Source: an optimization exercise on an open RTL-to-GDS flow (aim: small area and a short achievable clock period). Production flows keep margins and buffers that such runs may drop. Function was checked by simulation only, so behaviour that the tests miss may differ from the original. Power figures rest on the tool's default switching activity, not on a simulated workload.

$ cat design.v
module spi_slave_bridge #(
  parameter int W = 32,
  parameter int TAG_W = 4,
  parameter int TX_DEPTH = 64,
  parameter int RX_DEPTH = 16,
  parameter int URGENT_LVL = 48
) (
  input  logic         clk,
  input  logic         rst,
  input  logic         spi_clk,
  input  logic         spi_mosi,
  input  logic         spi_cs,
  output logic         spi_miso,
  output logic         gpio_rd_valid,
  output logic         gpio_rd_urgent,
  input  logic         gpio_rd_cntreq,
  input  logic         wr_en,
  input  logic [W-1:0] wr_din,
  output logic         wr_full,
  input  logic         rd_en,
  output logic         rd_rdy,
  output logic [W-1:0] rd_dout,
  output logic [7:0]   rx_ovf_cnt,
  output logic [7:0]   short_cnt
);
  localparam int CNT_W = $clog2(TX_DEPTH + 1);
  localparam int SH_W = W - TAG_W - 4 - CNT_W;
  localparam int TX_AW = $clog2(TX_DEPTH);
  localparam int RX_AW = $clog2(RX_DEPTH);
  localparam int RX_CW = $clog2(RX_DEPTH + 1);
  localparam int BC_W = $clog2(W + 1);
  typedef enum logic [1:0] {S_IDLE, S_FIFO, S_STAT} src_t;
  logic [2:0] sck_s, cs_s, cr_s;
  logic [1:0] mosi_s;
  logic armed, active, stat_pending, status_ok;
  logic [BC_W-1:0] bit_cnt;
  logic [W-1:0] tx_sh, rx_sh, stat_word, load_word;
  src_t src, sel;
  logic [SH_W-1:0] shadow;
  logic [CNT_W-1:0] cnt_snap, snap_n, tx_cnt, avail;
  logic [W-1:0] tx_mem [TX_DEPTH];
  logic [W-1:0] rx_mem [RX_DEPTH];
  logic [TX_AW-1:0] tx_wp, tx_rp;
  logic [RX_AW-1:0] rx_wp, rx_rp;
  logic [RX_CW-1:0] rx_cnt;
  logic sck_rise, sck_fall, cs_fall, cs_rise, cr_edge, done, pop_tx, push_tx;
  logic push_rx, push_rx_ok, pop_rx, stat_n;
  always_comb begin
    sck_rise = sck_s[1] & ~sck_s[2];
    sck_fall = ~sck_s[1] & sck_s[2];
    cs_fall = armed & ~cs_s[1] & cs_s[2];
    cs_rise = cs_s[1] & ~cs_s[2];
    cr_edge = cr_s[1] ^ cr_s[2];
    done = active & (bit_cnt == BC_W'(W));
    pop_tx = done & (src == S_FIFO);
    push_tx = wr_en & (|wr_din[W-1 -: TAG_W]) & (tx_cnt != CNT_W'(TX_DEPTH));
    push_rx = done & (|rx_sh[W-1 -: TAG_W]);
    push_rx_ok = push_rx & (rx_cnt != RX_CW'(RX_DEPTH));
    rd_rdy = rx_cnt != '0;
    pop_rx = rd_en & rd_rdy;
    rd_dout = rd_rdy ? rx_mem[rx_rp] : '0;
    stat_n = cr_edge | (stat_pending & ~(done & (src == S_STAT)));
    snap_n = cr_edge ? tx_cnt : cnt_snap;
    avail = tx_cnt - CNT_W'(pop_tx);
    sel = stat_n ? S_STAT : (avail != '0) ? S_FIFO : S_IDLE;
    stat_word = {{TAG_W{1'b0}}, 1'b1, sel == S_STAT, avail == '0, status_ok,
                 (sel == S_STAT) ? snap_n : avail, shadow};
    load_word = (sel == S_FIFO) ? tx_mem[tx_rp + TX_AW'(pop_tx)] : stat_word;
  end
  always_ff @(posedge clk) cr_s <= {cr_s[1:0], gpio_rd_cntreq};
  always_ff @(posedge clk) begin
    if (push_tx) tx_mem[tx_wp] <= wr_din;
    if (push_rx_ok) rx_mem[rx_wp] <= rx_sh;
  end
  always_ff @(posedge clk) begin
    if (rst) begin
      sck_s <= '0;
      cs_s <= '0;
      mosi_s <= '0;
      armed <= 1'b0;
      active <= 1'b0;
      bit_cnt <= '0;
      tx_sh <= '0;
      rx_sh <= '0;
      src <= S_IDLE;
      stat_pending <= 1'b0;
      status_ok <= 1'b0;
      shadow <= '0;
      cnt_snap <= '0;
      tx_cnt <= '0;
      tx_wp <= '0;
      tx_rp <= '0;
      rx_cnt <= '0;
      rx_wp <= '0;
      rx_rp <= '0;
      rx_ovf_cnt <= '0;
      short_cnt <= '0;
      spi_miso <= 1'b0;
      gpio_rd_valid <= 1'b0;
      gpio_rd_urgent <= 1'b0;
      wr_full <= 1'b0;
    end else begin
      sck_s <= {sck_s[1:0], spi_clk};
      cs_s <= {cs_s[1:0], spi_cs};
      mosi_s <= {mosi_s[0], spi_mosi};
      armed <= armed | cs_rise;
      stat_pending <= stat_n;
      cnt_snap <= snap_n;
      spi_miso <= active & tx_sh[W-1];
      if (done) begin
        bit_cnt <= '0;
        tx_sh <= load_word;
        src <= sel;
      end else if (active & sck_rise) begin
        bit_cnt <= bit_cnt + 1'b1;
        rx_sh <= {rx_sh[W-2:0], mosi_s[1]};
      end else if (active & sck_fall & (bit_cnt != '0)) begin
        tx_sh <= {tx_sh[W-2:0], 1'b0};
      end
      if (cs_fall) begin
        active <= 1'b1;
        bit_cnt <= '0;
        tx_sh <= load_word;
        src <= sel;
      end
      if (active & cs_rise) begin
        active <= 1'b0;
        bit_cnt <= '0;
        if (!done && bit_cnt != '0 && short_cnt != 8'hFF) short_cnt <= short_cnt + 8'd1;
      end
      if (wr_en & ~|wr_din[W-1 -: TAG_W]) begin
        shadow <= wr_din[SH_W-1:0];
        status_ok <= 1'b1;
      end
      tx_cnt <= tx_cnt + CNT_W'(push_tx) - CNT_W'(pop_tx);
      tx_wp <= tx_wp + TX_AW'(push_tx);
      tx_rp <= tx_rp + TX_AW'(pop_tx);
      gpio_rd_valid <= tx_cnt != '0;
      gpio_rd_urgent <= tx_cnt >= CNT_W'(URGENT_LVL);
      wr_full <= tx_cnt == CNT_W'(TX_DEPTH);
      rx_cnt <= rx_cnt + RX_CW'(push_rx_ok) - RX_CW'(pop_rx);
      rx_wp <= rx_wp + RX_AW'(push_rx_ok);
      rx_rp <= rx_rp + RX_AW'(pop_rx);
      if (push_rx & ~push_rx_ok & (rx_ovf_cnt != 8'hFF)) rx_ovf_cnt <= rx_ovf_cnt + 8'd1;
    end
  end
endmodule
$ cat run.sh
#!/bin/bash
# synth_recipe.tcl (not shown) runs the flow's synth.tcl, then flattens the netlist and writes it again
# the make line also repeats each setting of config.mk as NAME=value (left out here)
make -C /OpenROAD-flow-scripts/flow DESIGN_CONFIG=/design/flow/config.mk WORK_HOME=/design/flow/orfs CLKGATE_MAP_FILE= SYNTH_SCRIPT=/design/flow/synth_recipe.tcl finish
$ cat config.mk
export PLATFORM = sky130hd
export DESIGN_NAME = spi_slave_bridge
export DESIGN_NICKNAME = spi_slave_bridge
export VERILOG_FILES = /design/flow/design.v
export SDC_FILE = /design/flow/constraint.sdc
export NUM_CORES = 4
export LEC_CHECK = 0
export CAP_MARGIN = 20
export CORE_MARGIN = 2
export CORE_UTILIZATION = 40
export SLEW_MARGIN = 20
$ cat constraint.sdc
create_clock -name core_clock -period 5.5 [get_ports {clk}]
set_input_delay 1.1000 -clock core_clock [delete_from_list [all_inputs] [get_ports {clk}]]
set_output_delay 1.1000 -clock core_clock [all_outputs]
set_load 0.01 [all_outputs]
==> summary.txt <==
## cell usage after synthesis (all sizes together) (27+ instances only)
master and n:
a211oi 58, a21oi 115, a221oi 53, a311oi 33
a31oi 27, a32oi 31, and2 114, buf 119
clkbuf 177, dfxtp 163, edfxtp 2560, ha 33
inv 28, mux2i 71, mux4 678, nand2 305
nand3 32, nor2 165, nor2b 59
## logic make-up (layout without fill, tap and decap cells)
family,after synthesis,after routing,share of synthesized area
compound gates,440,440,0.0305
xor+xnor,46,46,0.00383
fa+ha+maj,35,35,0.00431
buf+inv,324,934,0.0128
flops,2723,2723,0.762
mux,753,753,0.152
other cells,0,4,0
simple gates,753,753,0.0336
## critical path: cells and delay by family, from the launching register on
| kind | cells | cell delay (ns) |
|---|---|---|
| AO/OA/AOI/OAI | 3 | 1.24 |
| adder cells (fa/ha/maj) | 2 | 0.54 |
| buffers and inverters | 5 | 1.35 |
| flip-flops | 1 | 0.33 |
| multiplexers | 2 | 0.37 |
| AND/OR/NAND/NOR | 4 | 1.10 |
## per-layer routing
metal | global-route usage | wire length, um | up-vias
met5 | 0 | 12 | -
met4 | 0.0629 | 9590 | 2
met3 | 0.0325 | 18700 | 430
met2 | 0.333 | 134000 | 2173
met1 | 0.282 | 112000 | 28300
li1 | - | - | 21800
## power by group through the flow
stage	Sequential, mW	Combinational [mW]	Clock [mW]
final	22.9	3.00	18.4
after global routing	22.9	3.23	19.5
after global placement	23.3	3.00	0
after floorplan	23.2	1.77	0
after detailed placement	23.4	3.04	0
after CTS	22.9	3.05	18.7
## cells in the final DEF, fill, tap and decap left out, types with 15 or more instances in the layout
master           count
buf_4              255
a221oi_1            53
nor2_4              74
mux4_2             678
a211oi_1            57
xor2_1              20
a21oi_1            114
clkinv_2            36
inv_1               28
xnor2_1             20
clkinv_1            62
buf_12              39
clkbuf_1            82
clkdlybuf4s50_1     59
o211ai_1            15
edfxtp_1          2560
buf_2               32
a2111oi_0           20
a31oi_1             26
dfxtp_1            159
and2_1             110
nand3_1             32
clkbuf_16          297
ha_1                31
mux2i_1             71
nor2_1              91
nand4_1             24
nand2_1            305
a311oi_1            32
a32oi_1             29
nor2b_1             59
## registers in the layout, summed over array words and instances, names as in the netlist, 7 cells and up
register,count
cnt_snap,7
rx_mem,512
rx_ovf_cnt,8
rx_sh,32
shadow,17
short_cnt,8
tx_cnt,7
tx_mem,2048
tx_sh,32
## final timing paths
check	from	to	slack, ns	cells past startpoint
min reg2reg	cr_s[0]	cr_s[1]	0.34	0
max reg2reg	bit_cnt[0]	tx_sh[21]	0.49	16
min	cr_s[0]	cr_s[1]	0.34	0
max	bit_cnt[0]	tx_sh[21]	0.49	16
## layout make-up
cell class / instances / area, sq um
fill: 21700 / 140000
sequential: 2723 / 80100
multi-input combinational: 2027 / 24400
clock buffer: 380 / 7750
tap: 3515 / 4400
timing repair buffer: 386 / 3460
clock inverter: 140 / 1090
inverter: 28 / 105
antenna: 4 / 10.0
==> flow_summary.toml <==
[logic_synthesis]
ys.flop_type = "edfxtp_1"
yosysSeqAreaShare = 0.762
ys_async_sr_fraction = 0
synth_cells = 5074
netlist_top_cells_area = "edfxtp_1, mux4_2, dfxtp_1"
ys_seq_elements = 2723
synth_area_sq_um = 105000
syn_nets = 5149
postSynthAreaPerCell_sq_um = 20.7
synth_top_cell_by_area = "edfxtp_1"
ys_types = 72
synth_edf_count = 2560
synth_top_cell_area_share = 0.731
synth_warnings = 1

[clock_tree]
post_cts_buffers = 0
cts_buffer_depth = 4
htreeDepth = 5
clk_latency_ns = 0.87
cts_resized = 0
hold_buffers = 0
cts.sinks = 2723
cts_root_buf = "clkbuf_16"
numCtsBuffers = 289
cts_tree = "yes"
clk_pin_slew_worst_paths_ns = 0.06

[global_route]
antenna_found_initial = 14
grt_pass1_wl_mm = 391
grt_use_total = 0.204
grt_max_degree = 109
grt_pass1_vias = 52600
grt-ovfl-total = 0

[floorplanning]
dieArea_sq_um = 267000
rows = 188
ios = 93
core-area_sq_um = 262000
fp.dieH_um = 517
die_w_um = 517
start_util = 0.401

[setup_path]
required_ns = 6.29
cp_slowest_stage_delay_ns = 1.00
cp_common_cell = "buf_4"
worstPathCellList = "inv_1 -> ha_1 -> nor4b_2 -> nand3_1 -> nor3b_1 -> buf_4 -> ha_4 -> buf_12 -> buf_4 -> mux4_2 -> and2_1 -> a221oi_1 -> a2111oi_0 -> buf_4 -> mux2i_1 -> a21oi_1"
cp-start-kind = "flip-flop"
cp_max_fo = 31
cpMaxStageDelayCell = "a2111oi_0"
cp_data_arrival_time_ns = 5.80
crit_type = "flip-flop to flip-flop"
crit_path_end_kind = "flip-flop"

[placement]
dpl_cell_area_sq_um = 112000
dp_hpwl_mm = 159
gp_congestion = 0.897
placed_cells = 8679
io_buffers = 92
pre_cts_slack_ns = 0.594

[pwr]
p_clk_frac = 0.416
peakVddDrop_uv = 371
p_per_area_nw_per_um2 = 365
power_switching_mw = 9.67
combPwrFrac = 0.068
seq_power_share = 0.517
p_sw_frac = 0.218
power.leakage_nw = 36.9
p_int_mw = 34.7
finalPower_mw = 44.3

[detailed_routing]
ant_nets = 0
totalWireLength_mm = 274
drt_first_pass_iters = 6
dr.first_iter.drc_count = 5995
wl_per_cell_um = 29.8
avgViaCountPerCell = 5.74
vias = 52800
drc = 0

[sta]
setup_violations = 0
fin_crit_ns = 5.01
hold_slack_ns = 0.336
maxSlewHeadroom = 0.242
finClkSkew_ns = 0.0681
finalMaxSlewViolations = 0
period_share = 0.910
worst_pin_slew_ns = 1.11
fmax_ghz = 0.200
rsz0062_at_grt = "false"
fin_ws_ns = 0.493
hold_violations = 0
tns_ns = 0

[layout]
final_area_sq_um = 121000
fin_cells = 9203
fin_nets = 5530
syn2layout_area_growth_pct = 15.5
final_util = 0.463
drive_above_1_share = 0.263

[job]
max-cap-violations = 0

[outcome]
status = "finished clean"

[hold_path]
hold_path_class = "flip-flop to flip-flop"

-- afterwards: timing with drivers on the ports --
The flow's constraints put no driver on any port. The routed layout listed below was extracted and timed again, unchanged, in two steps. Step 1, drivers: a clkbuf_16 drives clk and a buf_2 each remaining input, both assumed. Step 2, shift: input delay + t, output delay - t, t = (earliest + latest rising clock arrival at the registers) / 2. This alone moves slack from input paths to output paths. Slacks: ideal / step 1 / step 2; pairs: ideal / step 1.
t (ns): 0.937
slack for setup (ns): 0.493 / 0.493 / 0.493
worst hold slack (ns): 0.336 / 0.336 / 0.336
latest minus earliest clock arrival (ns): 0.083 / 0.084
After both steps setup and hold are still met in this run. The setup slack of this run moves by 0.000 ns with the drivers and by 0.000 ns with both steps.
